What follows belongs to an exercise in optimizing a design on an open flow for small area; a production flow would make more cautious choices. RTL that was checked went through simulation tests only; none was proved equivalent to the original. Function not checked in run 1: the RTL went through the layout flow alone.

==> flow/design.v (outline; a module is shown in full before it is edited, if it fits) <==
// module liv_fa: 10 lines
// module liv_ha: 9 lines
// module liv_xor: 7 lines
// module liv_xnor: 7 lines
// module luma_invert_via_yuv: 1446 lines
module luma_invert_via_yuv (
    input  wire logic       i_clk,
    input  wire logic       i_rst_n,
    input  wire logic       start,
    output logic            busy,
    input  wire logic [7:0] i_red_in,
    input  wire logic [7:0] i_green_in,
    input  wire logic [7:0] i_blue_in,
    input  wire logic [7:0] i_alpha_in,
    input  wire logic       i_last_in,
    output logic            o_valid,
    output logic [7:0]      o_red_out,
    output logic [7:0]      o_green_out,
    output logic [7:0]      o_blue_out,
    output logic [7:0]      o_alpha_out,
    output logic            o_last_out
);
  // ...
==> flow/flow/run.sh <==
#!/bin/bash
# Standard layout, with the smallest buffer cell for the port buffers and a
# clock tree of smaller buffers without dummy loads.
export BUFFER_PORTS_ARGS="-buffer_cell sky130_fd_sc_hd__buf_1"
export CTS_ARGS="-sink_clustering_enable -repair_clock_nets -dont_use_dummy_load -buf_list sky130_fd_sc_hd__clkbuf_8 -sink_clustering_size 12"
bash standard.sh > standard.log 2>&1
==> flow/standard.sh <==
#!/bin/bash
# synth_recipe.tcl (not shown) runs the flow's synth.tcl, then flattens the netlist and writes it again
# the make line also repeats each setting of config.mk as NAME=value (left out here)
make -C /OpenROAD-flow-scripts/flow DESIGN_CONFIG=/design/flow/config.mk WORK_HOME=/design/flow/orfs CLKGATE_MAP_FILE= SYNTH_SCRIPT=/design/flow/synth_recipe.tcl "${@:-finish}"
==> flow/config.mk <==
export PLATFORM = sky130hd
export DESIGN_NAME = luma_invert_via_yuv
export DESIGN_NICKNAME = luma_invert_via_yuv
export VERILOG_FILES = /design/flow/design.v
export SDC_FILE = /design/flow/constraint.sdc
export NUM_CORES = 4
export LEC_CHECK = 0
export ABC_AREA = 0
export CAP_MARGIN = 20
export CORE_MARGIN = 2
export CORE_UTILIZATION = 40
export SLEW_MARGIN = 20
export SYNTH_HIERARCHICAL = 1
export SYNTH_MINIMUM_KEEP_SIZE = 0
==> flow/constraint.sdc <==
create_clock -name core_clock -period 5.5 [get_ports {i_clk}]
set_input_delay 1.1000 -clock core_clock [delete_from_list [all_inputs] [get_ports {i_clk}]]
set_output_delay 1.1000 -clock core_clock [all_outputs]
set_load 0.01 [all_outputs]
==> impl_metrics.env, run 1 <==
export IMPL_cts_made_buffers=17
export IMPL_dominant_cells_by_area_after_synthesis="fa_1 50%, dfxtp_1 24%, ha_1 6.1%"
export IMPL_synth_edff_count=0
export IMPL_number_of_buffers_inserted_to_repair_setup_after_cts=0
export IMPL_clkbuf_count=17
export IMPL_synth_compound_gate_area_share_pct=6.71
export IMPL_timing_final_setup_violations=0
export IMPL_sequential_element_share_of_the_synthesized_area_pct=24.5
export IMPL_via_total_after_detailed_routing=7455
export IMPL_global_route_usage_total_pct=17.5
export IMPL_clk_share_pct=1.66
export IMPL_synth_simple_gate_area_share_pct=3.86
export IMPL_met3WireLength_um=1010
export IMPL_cp_slowest_stage_delay_ps=440
export IMPL_run_status="no timing/DRC/antenna violations"
export IMPL_final_setup_skew_ps=26.4
export IMPL_first_iter_violations=396
export IMPL_path_buf_inv=1
export IMPL_place_worst_setup_slack_ps=404
export IMPL_leading_cell_type_in_the_layout_fill_and_taps_excluded="fa_1"
export IMPL_die_width_um=183
export IMPL_seq_area_share_pct=22.3
export IMPL_fp_row_count=65
export IMPL_worstSetupStartpointType="register"
export IMPL_floorplan_io_pins=71
export IMPL_detail_route_wl_per_cell_um=18.3
export IMPL_cts_repair_resized=1
export IMPL_cp_cell_sequence="fa_2 -> fa_1 -> fa_1 -> ha_1 -> a21o_1 -> a21o_1 -> a21o_1 -> a21o_1 -> a21o_1 -> a21o_1 -> xor2_4 -> nor2_1 -> nor2_1 -> buf_1"
export IMPL_path_clk_slew_ps=90
export IMPL_number_of_warnings_reported_in_the_yosys_synthesis_log=9
export IMPL_final_period_minus_worst_setup_slack_ps=5220
export IMPL_syn_nets=1385
export IMPL_dominant_kind_of_cell_by_area="multi-input combinational cells"
export IMPL_gr_total_overflow=0
export IMPL_hold_path_end="r_alpha[1][7]"
export IMPL_nWellTaps=402
export IMPL_synth_area_um2=12900
export IMPL_setup_worst_path_end="o_red_out[1]"
==> inputs of run 2 (changes only) <==
--- a/flow/design.v
+++ b/flow/design.v
@@ -86,19 +86,20 @@
     logic f_vsat;
     logic [0:0] oR_x0_12;
     logic [0:0] oR_x0_13;
     logic [7:0] n_R;
     logic [0:0] oG_r15;
     logic [0:0] oG_r16;
     logic [0:0] oG_r17;
     logic [0:0] oG_r18;
-    logic [0:0] oG_x0_19;
-    logic [0:0] oG_x0_20;
+    logic [0:0] oG_r19;
+    logic [0:0] oG_r20;
     logic [0:0] oG_x0_21;
+    logic [0:0] oG_x0_22;
     logic [7:0] n_G;
     logic [0:0] oB_x0_10;
     logic [0:0] oB_x0_11;
     logic [7:0] n_B;
     logic w_0;
     logic w_1;
     logic w_2;
     logic w_3;
@@ -591,167 +592,166 @@
     logic w_788;
     logic w_789;
     logic w_790;
     logic w_791;
     logic w_792;
     logic w_793, w_794;
     logic w_795, w_796;
     logic w_797, w_798;
-    logic w_799;
-    logic w_800;
-    logic w_801, w_802;
-    logic w_803, w_804;
-    logic w_805, w_806;
-    logic w_807, w_808;
-    logic w_809, w_810;
-    logic w_811, w_812;
-    logic w_813, w_814;
-    logic w_815, w_816;
-    logic w_817, w_818;
-    logic w_819, w_820;
-    logic w_821, w_822;
-    logic w_823, w_824;
-    logic w_825, w_826;
-    logic w_827, w_828;
-    logic w_829, w_830;
-    logic w_831, w_832;
-    logic w_833, w_834;
-    logic w_835, w_836;
-    logic w_837, w_838;
-    logic w_839, w_840;
-    logic w_841, w_842;
-    logic w_843, w_844;
-    logic w_845;
+    logic w_799, w_800;
+    logic w_801;
+    logic w_802;
+    logic w_803;
+    logic w_804, w_805;
+    logic w_806, w_807;
+    logic w_808, w_809;
+    logic w_810, w_811;
+    logic w_812, w_813;
+    logic w_814, w_815;
+    logic w_816, w_817;
+    logic w_818, w_819;
+    logic w_820, w_821;
+    logic w_822, w_823;
+    logic w_824, w_825;
+    logic w_826, w_827;
+    logic w_828, w_829;
+    logic w_830, w_831;
+    logic w_832, w_833;
+    logic w_834, w_835;
+    logic w_836, w_837;
+    logic w_838, w_839;
+    logic w_840, w_841;
+    logic w_842, w_843;
+    logic w_844, w_845;
     logic w_846, w_847;
     logic w_848, w_849;
-    logic w_850, w_851;
-    logic w_852, w_853;
-    logic w_854, w_855;
-    logic w_856, w_857;
-    logic w_858, w_859;
-    logic w_860, w_861;
-    logic w_862, w_863;
-    logic w_864, w_865;
-    logic w_866, w_867;
-    logic w_868, w_869;
-    logic w_870, w_871;
-    logic w_872, w_873;
-    logic w_874;
+    logic w_850;
+    logic w_851, w_852;
+    logic w_853, w_854;
+    logic w_855, w_856;
+    logic w_857, w_858;
+    logic w_859, w_860;
+    logic w_861, w_862;
+    logic w_863, w_864;
+    logic w_865, w_866;
+    logic w_867, w_868;
+    logic w_869, w_870;
+    logic w_871, w_872;
+    logic w_873, w_874;
     logic w_875, w_876;
     logic w_877, w_878;
     logic w_879, w_880;
     logic w_881, w_882;
-    logic w_883, w_884;
-    logic w_885, w_886;
-    logic w_887, w_888;
-    logic w_889, w_890;
-    logic w_891, w_892;
-    logic w_893, w_894;
-    logic w_895, w_896;
-    logic w_897, w_898;
-    logic w_899, w_900;
-    logic w_901, w_902;
-    logic w_903, w_904;
-    logic w_905, w_906;
-    logic w_907;
-    logic w_908;
-    logic w_909;
-    logic w_910;
-    logic w_911;
-    logic w_912;
-    logic w_913;
-    logic w_914;
-    logic w_915;
-    logic w_916;
-    logic w_917;
-    logic w_918;
-    logic w_919;
+    logic w_883;
+    logic w_884, w_885;
+    logic w_886, w_887;
+    logic w_888, w_889;
+    logic w_890, w_891;
+    logic w_892, w_893;
+    logic w_894, w_895;
+    logic w_896, w_897;
+    logic w_898, w_899;
+    logic w_900, w_901;
+    logic w_902, w_903;
+    logic w_904, w_905;
+    logic w_906, w_907;
+    logic w_908, w_909;
+    logic w_910, w_911;
+    logic w_912, w_913;
+    logic w_914, w_915;
+    logic w_916, w_917;
+    logic w_918, w_919;
     logic w_920;
     logic w_921;
-    logic w_922, w_923;
+    logic w_922;
+    logic w_923;
     logic w_924;
     logic w_925;
-    logic w_926, w_927;
+    logic w_926;
+    logic w_927;
     logic w_928;
     logic w_929;
-    logic w_930, w_931;
+    logic w_930;
+    logic w_931;
     logic w_932;
     logic w_933;
-    logic w_934, w_935;
-    logic w_936;
+    logic w_934;
+    logic w_935, w_936;
     logic w_937;
-    logic w_938, w_939;
-    logic w_940, w_941;
-    logic w_942, w_943;
-    logic w_944;
+    logic w_938;
+    logic w_939, w_940;
+    logic w_941;
+    logic w_942;
+    logic w_943, w_944;
     logic w_945;
     logic w_946;
-    logic w_947;
-    logic w_948;
-    logic w_949, w_950;
+    logic w_947, w_948;
+    logic w_949;
+    logic w_950;
     logic w_951, w_952;
-    logic w_953, w_954;
+    logic w_953;
+    logic w_954;
     logic w_955, w_956;
     logic w_957;
-    logic w_958, w_959;
-    logic w_960, w_961;
-    logic w_962;
+    logic w_958;
+    logic w_959, w_960;
+    logic w_961, w_962;
     logic w_963;
-    logic w_964, w_965;
-    logic w_966, w_967;
-    logic w_968, w_969;
-    logic w_970, w_971;
+    logic w_964;
+    logic w_965, w_966;
+    logic w_967;
+    logic w_968;
+    logic w_969;
+    logic w_970;
+    logic w_971;
     logic w_972;
     logic w_973;
     logic w_974;
-    logic w_975;
-    logic w_976;
+    logic w_975, w_976;
     logic w_977;
     logic w_978;
     logic w_979, w_980;
-    logic w_981;
-    logic w_982, w_983;
-    logic w_984, w_985;
-    logic w_986;
-    logic w_987;
-    logic w_988;
-    logic w_989, w_990;
-    logic w_991, w_992;
-    logic w_993, w_994;
-    logic w_995, w_996;
-    logic w_997, w_998;
-    logic w_999, w_1000;
-    logic w_1001, w_1002;
-    logic w_1003, w_1004;
-    logic w_1005, w_1006;
-    logic w_1007, w_1008;
-    logic w_1009, w_1010;
-    logic w_1011;
+    logic w_981, w_982;
+    logic w_983;
+    logic w_984;
+    logic w_985;
+    logic w_986, w_987;
+    logic w_988, w_989;
+    logic w_990, w_991;
+    logic w_992, w_993;
+    logic w_994, w_995;
+    logic w_996, w_997;
+    logic w_998, w_999;
+    logic w_1000, w_1001;
+    logic w_1002, w_1003;
+    logic w_1004, w_1005;
+    logic w_1006, w_1007;
+    logic w_1008;
+    logic w_1009;
+    logic w_1010, w_1011;
     logic w_1012;
-    logic w_1013, w_1014;
-    logic w_1015;
+    logic w_1013;
+    logic w_1014, w_1015;
     logic w_1016;
-    logic w_1017, w_1018;
-    logic w_1019;
+    logic w_1017;
+    logic w_1018, w_1019;
     logic w_1020;
-    logic w_1021, w_1022;
-    logic w_1023;
+    logic w_1021;
+    logic w_1022, w_1023;
     logic w_1024;
-    logic w_1025, w_1026;
-    logic w_1027;
+    logic w_1025;
+    logic w_1026, w_1027;
     logic w_1028;
-    logic w_1029, w_1030;
-    logic w_1031;
+    logic w_1029;
+    logic w_1030, w_1031;
     logic w_1032;
-    logic w_1033, w_1034;
+    logic w_1033;
+    logic w_1034;
     logic w_1035;
-    logic w_1036;
-    logic w_1037;
-    logic w_1038;
     logic [7:0] i_green_in_q1;
     logic [8:0] D1_q1;
     logic [8:0] D2_q1;
     logic [7:0] i_green_in_q2;
     logic [8:0] D1_q2;
     logic [8:0] D2_q2;
     logic [0:0] U_x0_16_q2;
     logic [0:0] U_x0_17_q2;
@@ -762,23 +762,24 @@
     logic [7:0] f_yi_q3;
     logic [7:0] f_dv_q3;
     logic [7:0] f_yi_q4;
     logic [7:0] f_dv_q4;
     logic [0:0] oR_x0_12_q4;
     logic [0:0] oR_x0_13_q4;
     logic [7:0] f_du_q3;
     logic [7:0] f_du_q4;
-    logic [0:0] oG_x0_19_q4;
-    logic [0:0] oG_x0_20_q4;
     logic [0:0] oG_x0_21_q4;
+    logic [0:0] oG_x0_22_q4;
     logic [0:0] oG_r15_q4;
     logic [0:0] oG_r16_q4;
     logic [0:0] oG_r17_q4;
     logic [0:0] oG_r18_q4;
+    logic [0:0] oG_r19_q4;
+    logic [0:0] oG_r20_q4;
     logic [0:0] oB_x0_10_q4;
     logic [0:0] oB_x0_11_q4;
     assign w_0 = ~i_red_in[0];
     assign w_1 = ~i_red_in[1];
     assign w_2 = ~i_red_in[2];
     assign w_3 = ~i_red_in[3];
     assign w_4 = ~i_red_in[4];
     assign w_5 = ~i_red_in[5];
@@ -1281,182 +1282,182 @@
     assign o_red_out = {n_R[7], n_R[6], n_R[5], n_R[4], n_R[3], n_R[2], n_R[1], n_R[0]};
     assign w_786 = ~f_du_q3[0];
     assign w_787 = ~f_du_q3[1];
     assign w_788 = ~f_du_q3[2];
     assign w_789 = ~f_du_q3[3];
     assign w_790 = ~f_du_q3[4];
     assign w_791 = ~f_du_q3[5];
     assign w_792 = ~f_du_q3[6];
-    liv_fa u_w_793 (.i_a(f_du_q3[7]), .i_b(f_du_q3[2]), .i_c(w_791), .o_s(w_793), .o_c(w_794));
-    liv_fa u_w_795 (.i_a(f_yi_q3[0]), .i_b(f_du_q3[3]), .i_c(w_792), .o_s(w_795), .o_c(w_796));
-    liv_fa u_w_797 (.i_a(f_yi_q3[1]), .i_b(f_du_q3[7]), .i_c(f_du_q3[4]), .o_s(w_797), .o_c(w_798));
-    assign w_799 = ~f_du_q3[7];
-    assign w_800 = ~f_yi_q3[2];
-    liv_fa u_w_801 (.i_a(f_dv_q3[7]), .i_b(w_791), .i_c(w_786), .o_s(w_801), .o_c(w_802));
-    liv_fa u_w_803 (.i_a(w_792), .i_b(w_787), .i_c(w_687), .o_s(w_803), .o_c(w_804));
-    liv_fa u_w_805 (.i_a(w_788), .i_b(w_786), .i_c(w_689), .o_s(w_805), .o_c(w_806));
-    liv_fa u_w_807 (.i_a(w_686), .i_b(w_683), .i_c(w_799), .o_s(w_807), .o_c(w_808));
-    liv_fa u_w_809 (.i_a(f_du_q3[7]), .i_b(w_789), .i_c(w_787), .o_s(w_809), .o_c(w_810));
-    liv_fa u_w_811 (.i_a(w_690), .i_b(w_687), .i_c(w_684), .o_s(w_811), .o_c(w_812));
-    liv_fa u_w_813 (.i_a(f_dv_q3[7]), .i_b(w_790), .i_c(w_788), .o_s(w_813), .o_c(w_814));
-    liv_fa u_w_815 (.i_a(w_689), .i_b(w_685), .i_c(w_683), .o_s(w_815), .o_c(w_816));
-    liv_fa u_w_817 (.i_a(f_du_q3[0]), .i_b(w_791), .i_c(w_789), .o_s(w_817), .o_c(w_818));
-    liv_fa u_w_819 (.i_a(w_690), .i_b(w_686), .i_c(w_684), .o_s(w_819), .o_c(w_820));
-    liv_fa u_w_821 (.i_a(f_dv_q3[7]), .i_b(w_792), .i_c(w_790), .o_s(w_821), .o_c(w_822));
-    liv_fa u_w_823 (.i_a(w_687), .i_b(w_685), .i_c(w_787), .o_s(w_823), .o_c(w_824));
-    liv_fa u_w_825 (.i_a(f_du_q3[1]), .i_b(w_786), .i_c(w_689), .o_s(w_825), .o_c(w_826));
-    liv_fa u_w_827 (.i_a(w_686), .i_b(w_683), .i_c(w_793), .o_s(w_827), .o_c(w_828));
-    liv_fa u_w_829 (.i_a(w_787), .i_b(w_690), .i_c(w_687), .o_s(w_829), .o_c(w_830));
-    liv_fa u_w_831 (.i_a(w_684), .i_b(w_794), .i_c(w_795), .o_s(w_831), .o_c(w_832));
-    liv_fa u_w_833 (.i_a(f_dv_q3[7]), .i_b(w_788), .i_c(w_689), .o_s(w_833), .o_c(w_834));
-    liv_fa u_w_835 (.i_a(w_685), .i_b(w_796), .i_c(w_797), .o_s(w_835), .o_c(w_836));
-    liv_fa u_w_837 (.i_a(f_du_q3[5]), .i_b(w_789), .i_c(w_690), .o_s(w_837), .o_c(w_838));
-    liv_fa u_w_839 (.i_a(w_686), .i_b(w_800), .i_c(w_798), .o_s(w_839), .o_c(w_840));
-    liv_fa u_w_841 (.i_a(f_yi_q3[3]), .i_b(f_du_q3[6]), .i_c(f_dv_q3[7]), .o_s(w_841), .o_c(w_842));
-    liv_fa u_w_843 (.i_a(f_yi_q3[2]), .i_b(w_790), .i_c(w_687), .o_s(w_843), .o_c(w_844));
-    assign w_845 = ~w_790;
-    liv_fa u_w_846 (.i_a(w_789), .i_b(w_689), .i_c(w_684), .o_s(w_846), .o_c(w_847));
-    liv_fa u_w_848 (.i_a(w_690), .i_b(w_685), .i_c(w_683), .o_s(w_848), .o_c(w_849));
-    liv_fa u_w_850 (.i_a(w_686), .i_b(w_684), .i_c(w_790), .o_s(w_850), .o_c(w_851));
-    liv_fa u_w_852 (.i_a(w_685), .i_b(w_802), .i_c(w_803), .o_s(w_852), .o_c(w_853));
-    liv_fa u_w_854 (.i_a(w_804), .i_b(w_805), .i_c(w_807), .o_s(w_854), .o_c(w_855));
-    liv_fa u_w_856 (.i_a(w_806), .i_b(w_808), .i_c(w_809), .o_s(w_856), .o_c(w_857));
-    liv_fa u_w_858 (.i_a(w_810), .i_b(w_812), .i_c(w_813), .o_s(w_858), .o_c(w_859));
-    liv_fa u_w_860 (.i_a(w_814), .i_b(w_816), .i_c(w_817), .o_s(w_860), .o_c(w_861));
-    liv_fa u_w_862 (.i_a(w_818), .i_b(w_820), .i_c(w_821), .o_s(w_862), .o_c(w_863));
-    liv_fa u_w_864 (.i_a(w_822), .i_b(w_824), .i_c(w_825), .o_s(w_864), .o_c(w_865));
-    liv_fa u_w_866 (.i_a(w_826), .i_b(w_829), .i_c(w_828), .o_s(w_866), .o_c(w_867));
-    liv_fa u_w_868 (.i_a(w_830), .i_b(w_833), .i_c(w_832), .o_s(w_868), .o_c(w_869));
-    liv_fa u_w_870 (.i_a(w_834), .i_b(w_837), .i_c(w_836), .o_s(w_870), .o_c(w_871));
-    liv_fa u_w_872 (.i_a(w_838), .i_b(w_841), .i_c(w_843), .o_s(w_872), .o_c(w_873));
-    assign w_874 = ~w_788;
-    liv_ha u_w_875 (.i_a(w_787), .i_b(w_686), .o_s(w_875), .o_c(w_876));
-    liv_fa u_w_877 (.i_a(w_687), .i_b(w_683), .i_c(w_874), .o_s(w_877), .o_c(w_878));
-    liv_ha u_w_879 (.i_a(w_788), .i_b(w_846), .o_s(w_879), .o_c(w_880));
-    liv_fa u_w_881 (.i_a(w_845), .i_b(w_847), .i_c(w_848), .o_s(w_881), .o_c(w_882));
-    liv_fa u_w_883 (.i_a(w_849), .i_b(w_801), .i_c(w_850), .o_s(w_883), .o_c(w_884));
-    liv_ha u_w_885 (.i_a(w_851), .i_b(w_852), .o_s(w_885), .o_c(w_886));
-    liv_ha u_w_887 (.i_a(w_853), .i_b(w_854), .o_s(w_887), .o_c(w_888));
-    liv_fa u_w_889 (.i_a(w_811), .i_b(w_855), .i_c(w_856), .o_s(w_889), .o_c(w_890));
-    liv_fa u_w_891 (.i_a(w_815), .i_b(w_857), .i_c(w_858), .o_s(w_891), .o_c(w_892));
-    liv_fa u_w_893 (.i_a(w_819), .i_b(w_859), .i_c(w_860), .o_s(w_893), .o_c(w_894));
-    liv_fa u_w_895 (.i_a(w_823), .i_b(w_861), .i_c(w_862), .o_s(w_895), .o_c(w_896));
-    liv_fa u_w_897 (.i_a(w_863), .i_b(w_827), .i_c(w_864), .o_s(w_897), .o_c(w_898));
-    liv_fa u_w_899 (.i_a(w_865), .i_b(w_831), .i_c(w_866), .o_s(w_899), .o_c(w_900));
-    liv_fa u_w_901 (.i_a(w_835), .i_b(w_867), .i_c(w_868), .o_s(w_901), .o_c(w_902));
-    liv_fa u_w_903 (.i_a(w_839), .i_b(w_869), .i_c(w_870), .o_s(w_903), .o_c(w_904));
-    liv_fa u_w_905 (.i_a(w_840), .i_b(w_872), .i_c(w_871), .o_s(w_905), .o_c(w_906));
-    assign w_907 = ~w_786;
-    assign w_908 = w_684 & w_683;
-    assign w_909 = (w_685 & w_907) | (w_685 & w_908) | (w_907 & w_908);
-    assign w_910 = (w_786 & w_875) | (w_786 & w_909) | (w_875 & w_909);
-    assign w_911 = (w_876 & w_877) | (w_876 & w_910) | (w_877 & w_910);
-    assign w_912 = (w_878 & w_879) | (w_878 & w_911) | (w_879 & w_911);
-    assign w_913 = (w_880 & w_881) | (w_880 & w_912) | (w_881 & w_912);
-    assign w_914 = (w_882 & w_883) | (w_882 & w_913) | (w_883 & w_913);
-    assign w_915 = (w_884 & w_885) | (w_884 & w_914) | (w_885 & w_914);
-    assign w_916 = (w_886 & w_887) | (w_886 & w_915) | (w_887 & w_915);
-    assign w_917 = (w_888 & w_889) | (w_888 & w_916) | (w_889 & w_916);
-    assign w_918 = (w_890 & w_891) | (w_890 & w_917) | (w_891 & w_917);
-    assign w_919 = (w_892 & w_893) | (w_892 & w_918) | (w_893 & w_918);
-    assign w_920 = (w_894 & w_895) | (w_894 & w_919) | (w_895 & w_919);
-    assign w_921 = (w_896 & w_897) | (w_896 & w_920) | (w_897 & w_920);
-    liv_ha u_w_922 (.i_a(w_898), .i_b(w_899), .o_s(w_922), .o_c(w_923));
-    liv_xor u_w_924 (.i_a(w_922), .i_b(w_921), .o_y(w_924));
-    assign w_925 = w_923 | (w_922 & w_921);
-    liv_ha u_w_926 (.i_a(w_900), .i_b(w_901), .o_s(w_926), .o_c(w_927));
-    liv_xor u_w_928 (.i_a(w_926), .i_b(w_925), .o_y(w_928));
-    assign w_929 = w_927 | (w_926 & w_925);
-    liv_ha u_w_930 (.i_a(w_902), .i_b(w_903), .o_s(w_930), .o_c(w_931));
-    liv_xor u_w_932 (.i_a(w_930), .i_b(w_929), .o_y(w_932));
-    assign w_933 = w_931 | (w_930 & w_929);
-    liv_ha u_w_934 (.i_a(w_904), .i_b(w_905), .o_s(w_934), .o_c(w_935));
-    liv_xor u_w_936 (.i_a(w_934), .i_b(w_933), .o_y(w_936));
-    assign w_937 = w_935 | (w_934 & w_933);
-    liv_fa u_w_938 (.i_a(w_842), .i_b(w_844), .i_c(w_873), .o_s(w_938), .o_c(w_939));
-    liv_fa u_w_940 (.i_a(w_938), .i_b(w_906), .i_c(w_937), .o_s(w_940), .o_c(w_941));
-    liv_ha u_w_942 (.i_a(w_939), .i_b(w_941), .o_s(w_942), .o_c(w_943));
-    assign oG_r15 = w_924;
-    assign oG_r16 = w_928;
-    assign oG_r17 = w_932;
-    assign oG_r18 = w_936;
-    assign oG_x0_19 = w_940;
-    assign oG_x0_20 = w_942;
-    assign oG_x0_21 = w_943;
-    assign w_944 = ~f_du_q4[7];
-    assign w_945 = ~f_du_q4[5];
-    assign w_946 = ~f_dv_q4[5];
-    assign w_947 = ~f_du_q4[6];
-    assign w_948 = ~f_dv_q4[6];
-    liv_fa u_w_949 (.i_a(f_yi_q4[4]), .i_b(oG_x0_19_q4[0]), .i_c(w_944), .o_s(w_949), .o_c(w_950));
-    liv_fa u_w_951 (.i_a(f_yi_q4[5]), .i_b(oG_x0_20_q4[0]), .i_c(w_947), .o_s(w_951), .o_c(w_952));
-    liv_fa u_w_953 (.i_a(f_yi_q4[6]), .i_b(f_du_q4[7]), .i_c(f_dv_q4[7]), .o_s(w_953), .o_c(w_954));
-    liv_fa u_w_955 (.i_a(oG_x0_21_q4[0]), .i_b(w_952), .i_c(w_953), .o_s(w_955), .o_c(w_956));
-    assign w_957 = ~w_948;
-    liv_fa u_w_958 (.i_a(w_945), .i_b(w_946), .i_c(w_949), .o_s(w_958), .o_c(w_959));
-    liv_fa u_w_960 (.i_a(w_957), .i_b(w_950), .i_c(w_951), .o_s(w_960), .o_c(w_961));
-    liv_xnor u_w_962 (.i_a(w_948), .i_b(w_955), .o_y(w_962));
-    assign w_963 = w_948 | w_955;
-    liv_fa u_w_964 (.i_a(f_yi_q4[7]), .i_b(w_954), .i_c(w_956), .o_s(w_964), .o_c(w_965));
-    liv_ha u_w_966 (.i_a(w_959), .i_b(w_960), .o_s(w_966), .o_c(w_967));
-    liv_fa u_w_968 (.i_a(w_961), .i_b(w_962), .i_c(w_967), .o_s(w_968), .o_c(w_969));
-    liv_fa u_w_970 (.i_a(w_963), .i_b(w_964), .i_c(w_969), .o_s(w_970), .o_c(w_971));
-    liv_xnor u_w_972 (.i_a(w_965), .i_b(w_971), .o_y(w_972));
-    assign w_973 = w_965 | w_971;
-    assign n_G = ~w_973 ? 8'd0 : (w_972 ? 8'd255 : {w_970, w_968, w_966, w_958, oG_r18_q4[0], oG_r17_q4[0], oG_r16_q4[0], oG_r15_q4[0]});
+    liv_fa u_w_793 (.i_a(f_dv_q3[7]), .i_b(w_792), .i_c(w_790), .o_s(w_793), .o_c(w_794));
+    liv_fa u_w_795 (.i_a(f_du_q3[7]), .i_b(w_791), .i_c(w_788), .o_s(w_795), .o_c(w_796));
+    liv_fa u_w_797 (.i_a(f_yi_q3[0]), .i_b(w_792), .i_c(w_789), .o_s(w_797), .o_c(w_798));
+    liv_fa u_w_799 (.i_a(f_yi_q3[1]), .i_b(f_du_q3[7]), .i_c(f_dv_q3[7]), .o_s(w_799), .o_c(w_800));
+    assign w_801 = ~f_du_q3[7];
+    assign w_802 = ~w_791;
+    assign w_803 = ~f_yi_q3[2];
+    liv_fa u_w_804 (.i_a(f_dv_q3[7]), .i_b(w_791), .i_c(w_786), .o_s(w_804), .o_c(w_805));
+    liv_fa u_w_806 (.i_a(w_792), .i_b(w_787), .i_c(w_687), .o_s(w_806), .o_c(w_807));
+    liv_fa u_w_808 (.i_a(w_788), .i_b(w_786), .i_c(w_689), .o_s(w_808), .o_c(w_809));
+    liv_fa u_w_810 (.i_a(w_686), .i_b(w_683), .i_c(w_801), .o_s(w_810), .o_c(w_811));
+    liv_fa u_w_812 (.i_a(f_du_q3[7]), .i_b(w_789), .i_c(w_787), .o_s(w_812), .o_c(w_813));
+    liv_fa u_w_814 (.i_a(w_690), .i_b(w_687), .i_c(w_684), .o_s(w_814), .o_c(w_815));
+    liv_fa u_w_816 (.i_a(f_dv_q3[7]), .i_b(w_790), .i_c(w_788), .o_s(w_816), .o_c(w_817));
+    liv_fa u_w_818 (.i_a(w_689), .i_b(w_685), .i_c(w_683), .o_s(w_818), .o_c(w_819));
+    liv_fa u_w_820 (.i_a(w_789), .i_b(w_786), .i_c(w_690), .o_s(w_820), .o_c(w_821));
+    liv_fa u_w_822 (.i_a(w_686), .i_b(w_684), .i_c(w_802), .o_s(w_822), .o_c(w_823));
+    liv_fa u_w_824 (.i_a(w_787), .i_b(w_786), .i_c(w_687), .o_s(w_824), .o_c(w_825));
+    liv_fa u_w_826 (.i_a(w_685), .i_b(w_791), .i_c(w_793), .o_s(w_826), .o_c(w_827));
+    liv_fa u_w_828 (.i_a(w_787), .i_b(w_689), .i_c(w_686), .o_s(w_828), .o_c(w_829));
+    liv_fa u_w_830 (.i_a(w_683), .i_b(w_794), .i_c(w_795), .o_s(w_830), .o_c(w_831));
+    liv_fa u_w_832 (.i_a(w_788), .i_b(w_690), .i_c(w_687), .o_s(w_832), .o_c(w_833));
+    liv_fa u_w_834 (.i_a(w_684), .i_b(w_796), .i_c(w_797), .o_s(w_834), .o_c(w_835));
+    liv_fa u_w_836 (.i_a(w_790), .i_b(w_789), .i_c(w_689), .o_s(w_836), .o_c(w_837));
+    liv_fa u_w_838 (.i_a(w_685), .i_b(w_798), .i_c(w_799), .o_s(w_838), .o_c(w_839));
+    liv_fa u_w_840 (.i_a(w_791), .i_b(w_790), .i_c(w_690), .o_s(w_840), .o_c(w_841));
+    liv_fa u_w_842 (.i_a(w_686), .i_b(w_803), .i_c(w_800), .o_s(w_842), .o_c(w_843));
+    liv_fa u_w_844 (.i_a(f_yi_q3[3]), .i_b(f_dv_q3[7]), .i_c(f_yi_q3[2]), .o_s(w_844), .o_c(w_845));
+    liv_fa u_w_846 (.i_a(w_792), .i_b(w_791), .i_c(w_687), .o_s(w_846), .o_c(w_847));
+    liv_fa u_w_848 (.i_a(f_yi_q3[4]), .i_b(f_du_q3[7]), .i_c(w_792), .o_s(w_848), .o_c(w_849));
+    assign w_850 = ~w_790;
+    liv_fa u_w_851 (.i_a(w_789), .i_b(w_689), .i_c(w_684), .o_s(w_851), .o_c(w_852));
+    liv_fa u_w_853 (.i_a(w_690), .i_b(w_685), .i_c(w_683), .o_s(w_853), .o_c(w_854));
+    liv_fa u_w_855 (.i_a(w_686), .i_b(w_684), .i_c(w_790), .o_s(w_855), .o_c(w_856));
+    liv_fa u_w_857 (.i_a(w_685), .i_b(w_805), .i_c(w_806), .o_s(w_857), .o_c(w_858));
+    liv_fa u_w_859 (.i_a(w_807), .i_b(w_808), .i_c(w_810), .o_s(w_859), .o_c(w_860));
+    liv_fa u_w_861 (.i_a(w_809), .i_b(w_811), .i_c(w_812), .o_s(w_861), .o_c(w_862));
+    liv_fa u_w_863 (.i_a(w_813), .i_b(w_815), .i_c(w_816), .o_s(w_863), .o_c(w_864));
+    liv_fa u_w_865 (.i_a(w_817), .i_b(w_819), .i_c(w_820), .o_s(w_865), .o_c(w_866));
+    liv_fa u_w_867 (.i_a(w_821), .i_b(w_823), .i_c(w_824), .o_s(w_867), .o_c(w_868));
+    liv_fa u_w_869 (.i_a(w_825), .i_b(w_828), .i_c(w_827), .o_s(w_869), .o_c(w_870));
+    liv_fa u_w_871 (.i_a(w_829), .i_b(w_832), .i_c(w_831), .o_s(w_871), .o_c(w_872));
+    liv_fa u_w_873 (.i_a(w_833), .i_b(w_836), .i_c(w_835), .o_s(w_873), .o_c(w_874));
+    liv_fa u_w_875 (.i_a(w_837), .i_b(w_840), .i_c(w_839), .o_s(w_875), .o_c(w_876));
+    liv_fa u_w_877 (.i_a(w_841), .i_b(w_844), .i_c(w_846), .o_s(w_877), .o_c(w_878));
+    liv_fa u_w_879 (.i_a(w_689), .i_b(w_845), .i_c(w_847), .o_s(w_879), .o_c(w_880));
+    liv_fa u_w_881 (.i_a(f_yi_q3[5]), .i_b(f_du_q3[7]), .i_c(w_690), .o_s(w_881), .o_c(w_882));
+    assign w_883 = ~w_788;
+    liv_ha u_w_884 (.i_a(w_787), .i_b(w_686), .o_s(w_884), .o_c(w_885));
+    liv_fa u_w_886 (.i_a(w_687), .i_b(w_683), .i_c(w_883), .o_s(w_886), .o_c(w_887));
+    liv_ha u_w_888 (.i_a(w_788), .i_b(w_851), .o_s(w_888), .o_c(w_889));
+    liv_fa u_w_890 (.i_a(w_850), .i_b(w_852), .i_c(w_853), .o_s(w_890), .o_c(w_891));
+    liv_fa u_w_892 (.i_a(w_854), .i_b(w_804), .i_c(w_855), .o_s(w_892), .o_c(w_893));
+    liv_ha u_w_894 (.i_a(w_856), .i_b(w_857), .o_s(w_894), .o_c(w_895));
+    liv_ha u_w_896 (.i_a(w_858), .i_b(w_859), .o_s(w_896), .o_c(w_897));
+    liv_fa u_w_898 (.i_a(w_814), .i_b(w_860), .i_c(w_861), .o_s(w_898), .o_c(w_899));
+    liv_fa u_w_900 (.i_a(w_818), .i_b(w_862), .i_c(w_863), .o_s(w_900), .o_c(w_901));
+    liv_fa u_w_902 (.i_a(w_822), .i_b(w_864), .i_c(w_865), .o_s(w_902), .o_c(w_903));
+    liv_fa u_w_904 (.i_a(w_866), .i_b(w_826), .i_c(w_867), .o_s(w_904), .o_c(w_905));
+    liv_fa u_w_906 (.i_a(w_868), .i_b(w_830), .i_c(w_869), .o_s(w_906), .o_c(w_907));
+    liv_fa u_w_908 (.i_a(w_834), .i_b(w_870), .i_c(w_871), .o_s(w_908), .o_c(w_909));
+    liv_fa u_w_910 (.i_a(w_838), .i_b(w_872), .i_c(w_873), .o_s(w_910), .o_c(w_911));
+    liv_fa u_w_912 (.i_a(w_842), .i_b(w_874), .i_c(w_875), .o_s(w_912), .o_c(w_913));
+    liv_fa u_w_914 (.i_a(w_843), .i_b(w_877), .i_c(w_876), .o_s(w_914), .o_c(w_915));
+    liv_fa u_w_916 (.i_a(w_848), .i_b(w_878), .i_c(w_879), .o_s(w_916), .o_c(w_917));
+    liv_fa u_w_918 (.i_a(w_849), .i_b(w_881), .i_c(w_880), .o_s(w_918), .o_c(w_919));
+    assign w_920 = ~w_786;
+    assign w_921 = w_684 & w_683;
+    assign w_922 = (w_685 & w_920) | (w_685 & w_921) | (w_920 & w_921);
+    assign w_923 = (w_786 & w_884) | (w_786 & w_922) | (w_884 & w_922);
+    assign w_924 = (w_885 & w_886) | (w_885 & w_923) | (w_886 & w_923);
+    assign w_925 = (w_887 & w_888) | (w_887 & w_924) | (w_888 & w_924);
+    assign w_926 = (w_889 & w_890) | (w_889 & w_925) | (w_890 & w_925);
+    assign w_927 = (w_891 & w_892) | (w_891 & w_926) | (w_892 & w_926);
+    assign w_928 = (w_893 & w_894) | (w_893 & w_927) | (w_894 & w_927);
+    assign w_929 = (w_895 & w_896) | (w_895 & w_928) | (w_896 & w_928);
+    assign w_930 = (w_897 & w_898) | (w_897 & w_929) | (w_898 & w_929);
+    assign w_931 = (w_899 & w_900) | (w_899 & w_930) | (w_900 & w_930);
+    assign w_932 = (w_901 & w_902) | (w_901 & w_931) | (w_902 & w_931);
+    assign w_933 = (w_903 & w_904) | (w_903 & w_932) | (w_904 & w_932);
+    assign w_934 = (w_905 & w_906) | (w_905 & w_933) | (w_906 & w_933);
+    liv_ha u_w_935 (.i_a(w_907), .i_b(w_908), .o_s(w_935), .o_c(w_936));
+    liv_xor u_w_937 (.i_a(w_935), .i_b(w_934), .o_y(w_937));
+    assign w_938 = w_936 | (w_935 & w_934);
+    liv_ha u_w_939 (.i_a(w_909), .i_b(w_910), .o_s(w_939), .o_c(w_940));
+    liv_xor u_w_941 (.i_a(w_939), .i_b(w_938), .o_y(w_941));
+    assign w_942 = w_940 | (w_939 & w_938);
+    liv_ha u_w_943 (.i_a(w_911), .i_b(w_912), .o_s(w_943), .o_c(w_944));
+    liv_xor u_w_945 (.i_a(w_943), .i_b(w_942), .o_y(w_945));
+    assign w_946 = w_944 | (w_943 & w_942);
+    liv_ha u_w_947 (.i_a(w_913), .i_b(w_914), .o_s(w_947), .o_c(w_948));
+    liv_xor u_w_949 (.i_a(w_947), .i_b(w_946), .o_y(w_949));
+    assign w_950 = w_948 | (w_947 & w_946);
+    liv_ha u_w_951 (.i_a(w_915), .i_b(w_916), .o_s(w_951), .o_c(w_952));
+    liv_xor u_w_953 (.i_a(w_951), .i_b(w_950), .o_y(w_953));
+    assign w_954 = w_952 | (w_951 & w_950);
+    liv_ha u_w_955 (.i_a(w_917), .i_b(w_918), .o_s(w_955), .o_c(w_956));
+    liv_xor u_w_957 (.i_a(w_955), .i_b(w_954), .o_y(w_957));
+    assign w_958 = w_956 | (w_955 & w_954);
+    liv_fa u_w_959 (.i_a(w_882), .i_b(w_919), .i_c(w_958), .o_s(w_959), .o_c(w_960));
+    assign oG_r15 = w_937;
+    assign oG_r16 = w_941;
+    assign oG_r17 = w_945;
+    assign oG_r18 = w_949;
+    assign oG_r19 = w_953;
+    assign oG_r20 = w_957;
+    assign oG_x0_21 = w_959;
+    assign oG_x0_22 = w_960;
+    liv_fa u_w_961 (.i_a(f_yi_q4[6]), .i_b(f_dv_q4[7]), .i_c(oG_x0_21_q4[0]), .o_s(w_961), .o_c(w_962));
+    liv_xnor u_w_963 (.i_a(f_yi_q4[7]), .i_b(oG_x0_22_q4[0]), .o_y(w_963));
+    assign w_964 = f_yi_q4[7] | oG_x0_22_q4[0];
+    liv_ha u_w_965 (.i_a(w_962), .i_b(w_963), .o_s(w_965), .o_c(w_966));
+    assign w_967 = ~w_964;
+    liv_xor u_w_968 (.i_a(w_967), .i_b(w_966), .o_y(w_968));
+    assign w_969 = w_964 | (w_967 & w_966);
+    assign n_G = ~w_969 ? 8'd0 : (w_968 ? 8'd255 : {w_965, w_961, oG_r20_q4[0], oG_r19_q4[0], oG_r18_q4[0], oG_r17_q4[0], oG_r16_q4[0], oG_r15_q4[0]});
     assign o_green_out = {n_G[7], n_G[6], n_G[5], n_G[4], n_G[3], n_G[2], n_G[1], n_G[0]};
-    assign w_974 = f_du_q3[5] & f_du_q3[0];
-    assign w_975 = (f_du_q3[6] & f_du_q3[1]) | (f_du_q3[6] & w_974) | (f_du_q3[1] & w_974);
-    assign w_976 = (w_799 & w_788) | (w_799 & w_975) | (w_788 & w_975);
-    assign w_977 = (f_du_q3[2] & w_789) | (f_du_q3[2] & w_976) | (w_789 & w_976);
-    assign w_978 = (f_du_q3[3] & w_790) | (f_du_q3[3] & w_977) | (w_790 & w_977);
-    liv_ha u_w_979 (.i_a(f_du_q3[4]), .i_b(w_978), .o_s(w_979), .o_c(w_980));
-    assign oB_x0_10 = w_979;
-    assign oB_x0_11 = w_980;
-    assign w_981 = ~f_yi_q4[1];
-    liv_fa u_w_982 (.i_a(f_du_q4[6]), .i_b(f_du_q4[0]), .i_c(oB_x0_11_q4[0]), .o_s(w_982), .o_c(w_983));
-    liv_fa u_w_984 (.i_a(f_yi_q4[2]), .i_b(f_du_q4[1]), .i_c(f_yi_q4[1]), .o_s(w_984), .o_c(w_985));
-    assign w_986 = ~f_yi_q4[0];
-    assign w_987 = ~f_yi_q4[4];
-    assign w_988 = ~f_yi_q4[7];
-    liv_fa u_w_989 (.i_a(f_du_q4[5]), .i_b(oB_x0_10_q4[0]), .i_c(w_986), .o_s(w_989), .o_c(w_990));
-    liv_fa u_w_991 (.i_a(f_yi_q4[0]), .i_b(w_981), .i_c(w_982), .o_s(w_991), .o_c(w_992));
-    liv_fa u_w_993 (.i_a(w_944), .i_b(w_983), .i_c(w_984), .o_s(w_993), .o_c(w_994));
-    liv_fa u_w_995 (.i_a(f_du_q4[2]), .i_b(w_729), .i_c(w_985), .o_s(w_995), .o_c(w_996));
-    liv_fa u_w_997 (.i_a(f_du_q4[3]), .i_b(f_yi_q4[3]), .i_c(w_987), .o_s(w_997), .o_c(w_998));
-    liv_fa u_w_999 (.i_a(f_du_q4[4]), .i_b(f_yi_q4[4]), .i_c(w_739), .o_s(w_999), .o_c(w_1000));
-    liv_fa u_w_1001 (.i_a(f_du_q4[5]), .i_b(f_yi_q4[5]), .i_c(w_740), .o_s(w_1001), .o_c(w_1002));
-    liv_fa u_w_1003 (.i_a(f_du_q4[6]), .i_b(f_yi_q4[6]), .i_c(w_988), .o_s(w_1003), .o_c(w_1004));
-    liv_ha u_w_1005 (.i_a(f_yi_q4[7]), .i_b(w_944), .o_s(w_1005), .o_c(w_1006));
-    liv_ha u_w_1007 (.i_a(w_990), .i_b(w_991), .o_s(w_1007), .o_c(w_1008));
-    liv_ha u_w_1009 (.i_a(w_992), .i_b(w_993), .o_s(w_1009), .o_c(w_1010));
-    liv_xor u_w_1011 (.i_a(w_1009), .i_b(w_1008), .o_y(w_1011));
-    assign w_1012 = w_1010 | (w_1009 & w_1008);
-    liv_ha u_w_1013 (.i_a(w_994), .i_b(w_995), .o_s(w_1013), .o_c(w_1014));
-    liv_xor u_w_1015 (.i_a(w_1013), .i_b(w_1012), .o_y(w_1015));
-    assign w_1016 = w_1014 | (w_1013 & w_1012);
-    liv_ha u_w_1017 (.i_a(w_996), .i_b(w_997), .o_s(w_1017), .o_c(w_1018));
-    liv_xor u_w_1019 (.i_a(w_1017), .i_b(w_1016), .o_y(w_1019));
-    assign w_1020 = w_1018 | (w_1017 & w_1016);
-    liv_ha u_w_1021 (.i_a(w_998), .i_b(w_999), .o_s(w_1021), .o_c(w_1022));
-    liv_xor u_w_1023 (.i_a(w_1021), .i_b(w_1020), .o_y(w_1023));
-    assign w_1024 = w_1022 | (w_1021 & w_1020);
-    liv_ha u_w_1025 (.i_a(w_1000), .i_b(w_1001), .o_s(w_1025), .o_c(w_1026));
-    liv_xor u_w_1027 (.i_a(w_1025), .i_b(w_1024), .o_y(w_1027));
-    assign w_1028 = w_1026 | (w_1025 & w_1024);
-    liv_ha u_w_1029 (.i_a(w_1002), .i_b(w_1003), .o_s(w_1029), .o_c(w_1030));
-    liv_xor u_w_1031 (.i_a(w_1029), .i_b(w_1028), .o_y(w_1031));
-    assign w_1032 = w_1030 | (w_1029 & w_1028);
-    liv_ha u_w_1033 (.i_a(w_1004), .i_b(w_1005), .o_s(w_1033), .o_c(w_1034));
-    liv_xor u_w_1035 (.i_a(w_1033), .i_b(w_1032), .o_y(w_1035));
-    assign w_1036 = w_1034 | (w_1033 & w_1032);
-    assign w_1037 = ~w_1006;
-    liv_xor u_w_1038 (.i_a(w_1037), .i_b(w_1036), .o_y(w_1038));
-    assign n_B = w_1038 ? 8'd0 : (w_1035 ? 8'd255 : {w_1031, w_1027, w_1023, w_1019, w_1015, w_1011, w_1007, w_989});
+    assign w_970 = f_du_q3[5] & f_du_q3[0];
+    assign w_971 = (f_du_q3[6] & f_du_q3[1]) | (f_du_q3[6] & w_970) | (f_du_q3[1] & w_970);
+    assign w_972 = (w_801 & w_788) | (w_801 & w_971) | (w_788 & w_971);
+    assign w_973 = (f_du_q3[2] & w_789) | (f_du_q3[2] & w_972) | (w_789 & w_972);
+    assign w_974 = (f_du_q3[3] & w_790) | (f_du_q3[3] & w_973) | (w_790 & w_973);
+    liv_ha u_w_975 (.i_a(f_du_q3[4]), .i_b(w_974), .o_s(w_975), .o_c(w_976));
+    assign oB_x0_10 = w_975;
+    assign oB_x0_11 = w_976;
+    assign w_977 = ~f_du_q4[7];
+    assign w_978 = ~f_yi_q4[1];
+    liv_fa u_w_979 (.i_a(f_du_q4[6]), .i_b(f_du_q4[0]), .i_c(oB_x0_11_q4[0]), .o_s(w_979), .o_c(w_980));
+    liv_fa u_w_981 (.i_a(f_yi_q4[2]), .i_b(f_du_q4[1]), .i_c(f_yi_q4[1]), .o_s(w_981), .o_c(w_982));
+    assign w_983 = ~f_yi_q4[0];
+    assign w_984 = ~f_yi_q4[4];
+    assign w_985 = ~f_yi_q4[7];
+    liv_fa u_w_986 (.i_a(f_du_q4[5]), .i_b(oB_x0_10_q4[0]), .i_c(w_983), .o_s(w_986), .o_c(w_987));
+    liv_fa u_w_988 (.i_a(f_yi_q4[0]), .i_b(w_978), .i_c(w_979), .o_s(w_988), .o_c(w_989));
+    liv_fa u_w_990 (.i_a(w_977), .i_b(w_980), .i_c(w_981), .o_s(w_990), .o_c(w_991));
+    liv_fa u_w_992 (.i_a(f_du_q4[2]), .i_b(w_729), .i_c(w_982), .o_s(w_992), .o_c(w_993));
+    liv_fa u_w_994 (.i_a(f_du_q4[3]), .i_b(f_yi_q4[3]), .i_c(w_984), .o_s(w_994), .o_c(w_995));
+    liv_fa u_w_996 (.i_a(f_du_q4[4]), .i_b(f_yi_q4[4]), .i_c(w_739), .o_s(w_996), .o_c(w_997));
+    liv_fa u_w_998 (.i_a(f_du_q4[5]), .i_b(f_yi_q4[5]), .i_c(w_740), .o_s(w_998), .o_c(w_999));
+    liv_fa u_w_1000 (.i_a(f_du_q4[6]), .i_b(f_yi_q4[6]), .i_c(w_985), .o_s(w_1000), .o_c(w_1001));
+    liv_ha u_w_1002 (.i_a(f_yi_q4[7]), .i_b(w_977), .o_s(w_1002), .o_c(w_1003));
+    liv_ha u_w_1004 (.i_a(w_987), .i_b(w_988), .o_s(w_1004), .o_c(w_1005));
+    liv_ha u_w_1006 (.i_a(w_989), .i_b(w_990), .o_s(w_1006), .o_c(w_1007));
+    liv_xor u_w_1008 (.i_a(w_1006), .i_b(w_1005), .o_y(w_1008));
+    assign w_1009 = w_1007 | (w_1006 & w_1005);
+    liv_ha u_w_1010 (.i_a(w_991), .i_b(w_992), .o_s(w_1010), .o_c(w_1011));
+    liv_xor u_w_1012 (.i_a(w_1010), .i_b(w_1009), .o_y(w_1012));
+    assign w_1013 = w_1011 | (w_1010 & w_1009);
+    liv_ha u_w_1014 (.i_a(w_993), .i_b(w_994), .o_s(w_1014), .o_c(w_1015));
+    liv_xor u_w_1016 (.i_a(w_1014), .i_b(w_1013), .o_y(w_1016));
+    assign w_1017 = w_1015 | (w_1014 & w_1013);
+    liv_ha u_w_1018 (.i_a(w_995), .i_b(w_996), .o_s(w_1018), .o_c(w_1019));
+    liv_xor u_w_1020 (.i_a(w_1018), .i_b(w_1017), .o_y(w_1020));
+    assign w_1021 = w_1019 | (w_1018 & w_1017);
+    liv_ha u_w_1022 (.i_a(w_997), .i_b(w_998), .o_s(w_1022), .o_c(w_1023));
+    liv_xor u_w_1024 (.i_a(w_1022), .i_b(w_1021), .o_y(w_1024));
+    assign w_1025 = w_1023 | (w_1022 & w_1021);
+    liv_ha u_w_1026 (.i_a(w_999), .i_b(w_1000), .o_s(w_1026), .o_c(w_1027));
+    liv_xor u_w_1028 (.i_a(w_1026), .i_b(w_1025), .o_y(w_1028));
+    assign w_1029 = w_1027 | (w_1026 & w_1025);
+    liv_ha u_w_1030 (.i_a(w_1001), .i_b(w_1002), .o_s(w_1030), .o_c(w_1031));
+    liv_xor u_w_1032 (.i_a(w_1030), .i_b(w_1029), .o_y(w_1032));
+    assign w_1033 = w_1031 | (w_1030 & w_1029);
+    assign w_1034 = ~w_1003;
+    liv_xor u_w_1035 (.i_a(w_1034), .i_b(w_1033), .o_y(w_1035));
+    assign n_B = w_1035 ? 8'd0 : (w_1032 ? 8'd255 : {w_1028, w_1024, w_1020, w_1016, w_1012, w_1008, w_1004, w_986});
     assign o_blue_out = {n_B[7], n_B[6], n_B[5], n_B[4], n_B[3], n_B[2], n_B[1], n_B[0]};
     always_ff @(posedge i_clk) begin
         i_green_in_q1 <= {i_green_in[7], i_green_in[6], i_green_in[5], i_green_in[4], i_green_in[3], i_green_in[2], i_green_in[1], i_green_in[0]};
         D1_q1 <= {~w_23, w_22, w_20, w_18, w_16, w_14, w_12, w_10, w_8};
         D2_q1 <= {~w_47, w_46, w_44, w_42, w_40, w_38, w_36, w_34, w_32};
         i_green_in_q2 <= {i_green_in_q1[7], i_green_in_q1[6], i_green_in_q1[5], i_green_in_q1[4], i_green_in_q1[3], i_green_in_q1[2], i_green_in_q1[1], i_green_in_q1[0]};
         D1_q2 <= {D1_q1[8], D1_q1[7], D1_q1[6], D1_q1[5], D1_q1[4], D1_q1[3], D1_q1[2], D1_q1[1], D1_q1[0]};
         D2_q2 <= {D2_q1[8], D2_q1[7], D2_q1[6], D2_q1[5], D2_q1[4], D2_q1[3], D2_q1[2], D2_q1[1], D2_q1[0]};
@@ -1469,20 +1470,21 @@
         f_yi_q3 <= {~f_yi[7], ~f_yi[6], ~f_yi[5], ~f_yi[4], ~f_yi[3], ~f_yi[2], ~f_yi[1], ~f_yi[0]};
         f_dv_q3 <= {f_dv[7], f_dv[6], f_dv[5], f_dv[4], f_dv[3], f_dv[2], f_dv[1], f_dv[0]};
         f_yi_q4 <= {f_yi_q3[7], f_yi_q3[6], f_yi_q3[5], f_yi_q3[4], f_yi_q3[3], f_yi_q3[2], f_yi_q3[1], f_yi_q3[0]};
         f_dv_q4 <= {f_dv_q3[7], f_dv_q3[6], f_dv_q3[5], f_dv_q3[4], f_dv_q3[3], f_dv_q3[2], f_dv_q3[1], f_dv_q3[0]};
         oR_x0_12_q4 <= {oR_x0_12[0]};
         oR_x0_13_q4 <= {oR_x0_13[0]};
         f_du_q3 <= {f_du[7], f_du[6], f_du[5], f_du[4], f_du[3], f_du[2], f_du[1], f_du[0]};
         f_du_q4 <= {f_du_q3[7], f_du_q3[6], f_du_q3[5], f_du_q3[4], f_du_q3[3], f_du_q3[2], f_du_q3[1], f_du_q3[0]};
-        oG_x0_19_q4 <= {oG_x0_19[0]};
-        oG_x0_20_q4 <= {oG_x0_20[0]};
         oG_x0_21_q4 <= {oG_x0_21[0]};
+        oG_x0_22_q4 <= {oG_x0_22[0]};
         oG_r15_q4 <= {oG_r15[0]};
         oG_r16_q4 <= {oG_r16[0]};
         oG_r17_q4 <= {oG_r17[0]};
         oG_r18_q4 <= {oG_r18[0]};
+        oG_r19_q4 <= {oG_r19[0]};
+        oG_r20_q4 <= {oG_r20[0]};
         oB_x0_10_q4 <= {oB_x0_10[0]};
         oB_x0_11_q4 <= {oB_x0_11[0]};
     end
 endmodule
 `default_nettype wire
==> run 2 against run 1 <==
Effect of this change: setup slack got worse by 52 ps; clock skew rose by 6.4 ps; area after synthesis fell by 0.96%; still clean; synthesized cell count fell by 2.0%; routed wire length fell by 3.4%; highest routed layer unchanged; non-clock buffer count fell by 7; flip-flop and latch count rose by 1; largest cell class unchanged; sequential share of layout area rose by 0.47 points; via count fell by 3.7%.
==> impl_metrics.env, run 2 <==
export IMPL_run_status="no timing/DRC/antenna violations"
export IMPL_final_net_count=1468
export IMPL_number_of_antenna_violations_at_the_first_check_in_global_routing=0
export IMPL_grt_pass1_wl_um=43600
export IMPL_groute_layer_met3_usage_pct=2.83
export IMPL_final_period_minus_worst_setup_slack_ps=5270
export IMPL_post_route_period_util_pct=95.9
export IMPL_finalInstanceArea_um2=13900
export IMPL_clock_tree_root_cell="clkbuf_8"
export IMPL_ys_seq_elements=158
export IMPL_netlist_area_leader_share_pct=50.5
export IMPL_leading_cell_type_in_the_layout_fill_and_taps_excluded="fa_1"
export IMPL_synth_area_um2=12700
export IMPL_first_iter_violations=343
export IMPL_worstSetupStartpointType="register"
export IMPL_floorplan_io_pins=71
export IMPL_grt_busiest_layer="met2"
export IMPL_crit_reg2reg_launch="D2_q2[4]"
export IMPL_global_route_usage_total_pct=17.1
export IMPL_timing_hold_worst_class="reg -> reg"
export IMPL_data_arrival_time_of_the_critical_path_ps=4170
export IMPL_yosysTopAreaCell="fa_1"
export IMPL_detail_route_antenna_nets=0
export IMPL_fmax_mhz=190
export IMPL_area_growth_synth_to_final_pct=9.30
export IMPL_ctsHtreeMaxLevel=4
export IMPL_synthDistinctLibCells=55
export IMPL_final_fill_count=2869
export IMPL_worst_endpoint_required_ps=4400
export IMPL_floorplan_die_height_um=182
export IMPL_syn_nets=1364
export IMPL_holdBufCountCts=0
export IMPL_number_of_warnings_reported_in_the_yosys_synthesis_log=9
export IMPL_final_hold_violation_count=0
export IMPL_average_via_count_per_standard_cell=4.96
export IMPL_die_width_um=182
export IMPL_timing_final_max_slew_violations=0
export IMPL_cts_sinks=158
export IMPL_cts_buffer_depth=2
export IMPL_async_flop_share_pct=0
export IMPL_dpl_instance_area_um2=13600
export IMPL_route_final_wire_length_um=26000
export IMPL_mean_area_per_synthesized_cell_um2=13.5
export IMPL_most_common_layout_cells="320 x fa_1, 156 x dfxtp_1, 102 x inv_1"
export IMPL_detailedPlacementHpwl_um=21900
export IMPL_drc_errors=0
export IMPL_synth_edff_count=0
export IMPL_gr_total_overflow=0
export IMPL_n_antenna_cell=0
export IMPL_dp_cells=1429
export IMPL_cp_common_cell="a21o_1"
export IMPL_least_margin_pin_slew_ps=711
export IMPL_cp_cell_sequence="fa_2 -> fa_1 -> fa_1 -> ha_1 -> a21o_1 -> a21o_1 -> a21o_1 -> a21o_1 -> a21o_1 -> a21o_4 -> xor2_4 -> nor2_1 -> nor2_1 -> buf_1"
export IMPL_top_register="r_alpha"
export IMPL_cp_slowest_stage_delay_ps=450
export IMPL_rsz0062_at_grt="false"
export IMPL_gpl_final_weighted_congestion=0.904
export IMPL_clkLatencyLatePin_ps=450
export IMPL_end_kind="primary output"
export IMPL_dominant_cells_by_area_after_synthesis="fa_1 50%, dfxtp_1 25%, ha_1 6.3%"
export IMPL_layout_drive_gt1_share_pct=6.12
export IMPL_drv_cap=0
export IMPL_crit_path_top_delay_cell="fa_1"
export IMPL_use_met1_pct=22.0
export IMPL_placeableCoreArea_um2=31500
export IMPL_holdCritStartpoint="r_alpha[1][7]"
export IMPL_fp_row_count=65
export IMPL_timing_final_setup_violations=0
export IMPL_globalRouteMet2Util_pct=29.7
export IMPL_path_clk_slew_ps=90
export IMPL_initial_core_util_pct=40.4
export IMPL_critPathMaxFanout=8
export IMPL_first_global_vias=8240
export IMPL_finalCoreUtilization_pct=44.2
export IMPL_drt_pass1_iterations=5
export IMPL_synth_commonest_cells="321 x fa_1, 158 x dfxtp_1, 102 x inv_1"
export IMPL_clock_tree_from_tritoncts="built"
export IMPL_max_slew_margin_pct=52.2
export IMPL_fin_tns_setup_ps=0
export IMPL_syn_instance_count=943
export IMPL_final_setup_skew_ps=32.9
export IMPL_via_total_after_detailed_routing=7176
export IMPL_layout_cells_non_filler=1447
export IMPL_most_frequent_cell_after_synthesis="fa_1"
export IMPL_detail_route_wl_per_cell_um=18.0
export IMPL_cts_made_buffers=17
export IMPL_sequential_element_share_of_the_synthesized_area_pct=24.9
export IMPL_critPathKind="reg -> out"
export IMPL_cp_startpoint="f_yi_q4[0]"
export IMPL_grt_max_degree=17
export IMPL_largest_register_ff_count=32
export IMPL_portBuffers=69
export IMPL_postSynth_topFlopCell="dfxtp_1"
export IMPL_fp_dieArea_um2=33300
==> run 2: cell count changes in the layout (fill, tap and decap cells not counted), sizes merged, moves of 4 or more <==
cell / change
o22ai: +8
clkbuf: -7
nand2: -7
o21ai: -7
maj3: -6
a31oi: -5
nor2: +5
nand3: -4
nor3: +4
o31ai: -4
==> run 2: final timing paths <==
path | endpoint | cells after the start | slack, ps
worst max register to register | f_dv_q3[2] | 14 | 490
worst max-delay path | o_red_out[7] | 14 | 230
worst min register to register | r_alpha[2][7] | 0 | 320
worst min-delay path | r_alpha[2][7] | 0 | 320
==> run 2: worst max-delay path, delay by kind of cell, from the launching register on <==
kind / cells / cell delay, ps
fa+ha+maj: 4 / 1550
compound gates: 6 / 1250
flops: 1 / 370
xor+xnor: 1 / 250
simple gates: 2 / 170
buf+inv: 1 / 150
==> run 2: cells by family after synthesis <==
family          share of synthesized area [%]
flops                                    24.9
simple gates                             3.59
fa+ha+maj                                57.9
compound gates                           6.61
xor+xnor                                 3.65
other cells                            0.0295
buf+inv                                  3.37
==> run 2: layer usage <==
metal	share of wire (%)	vias to the layer above
met2	51	200
met3	3.9	32
li1	-	3226
met4	2.1	0
met5	0	-
met1	43	3718
==> run 2: area by class of cell <==
cell class / instances / area [µm²] / area share (%)
flip-flops and latches: 158 / 3170 / 22.8
repair buffers: 92 / 434 / 3.12
clock buffers: 17 / 234 / 1.68
well taps: 402 / 503 / 3.62
multi-input cells: 672 / 9180 / 66.0
inverters: 106 / 398 / 2.86
==> run 2: what timing repair did <==
| item | in CTS | in global routing |
|---|---|---|
| pin swaps | 1 | 3 |
| endpoints found under the setup margin | 8 | 12 |
| setup buffers | 0 | 1 |
| hold endpoints to repair | 0 | 0 |
| gates resized for setup | 1 | 12 |
==> run 2: per-stage QoR <==
step / setup WS, ps / hold WS [ps]
finish: 228 / 315
detailed placement: 394 / 312
floorplan: 742 / 310
global route: 9.48 / 328
CTS: 12.7 / 322
global placement: 478 / 310
==> run 2: per-module statistics from Yosys, one instance, submodules excluded <==
module	times used	area (µm²)	flip-flops and latches
liv_fa	321	20.0	0
liv_ha	64	12.5	0
liv_xnor	10	8.76	0
liv_xor	38	8.76	0
luma_invert_via_yuv	1	5080	158

==> what the ideal ports hide <==
In the flow no input, the clock included, has a driving cell. The finished layouts below were timed again as built, in two steps. Step 1 sets driving cells, clkbuf_16 on the clock port and buf_2 on the other inputs (assumed; they add their load-dependent delay and slew). Step 2, shift: input delay + t, output delay - t, t = (earliest + latest rising clock arrival at the registers) / 2. This alone moves slack from input paths to output paths. a / b / c = ideal / step 1 / step 2; a / b = the first two.
run | shift t [ns] | slack for setup (ns) | worst setup path after step 2 | clock arrival spread, ns
run 1 | 0.481 | 0.280 / 0.243 / 0.469 | register to register | 0.036 / 0.036
run 2 | 0.468 | 0.228 / 0.192 / 0.486 | register to register | 0.042 / 0.041
After both steps setup and hold are still met in every run listed.
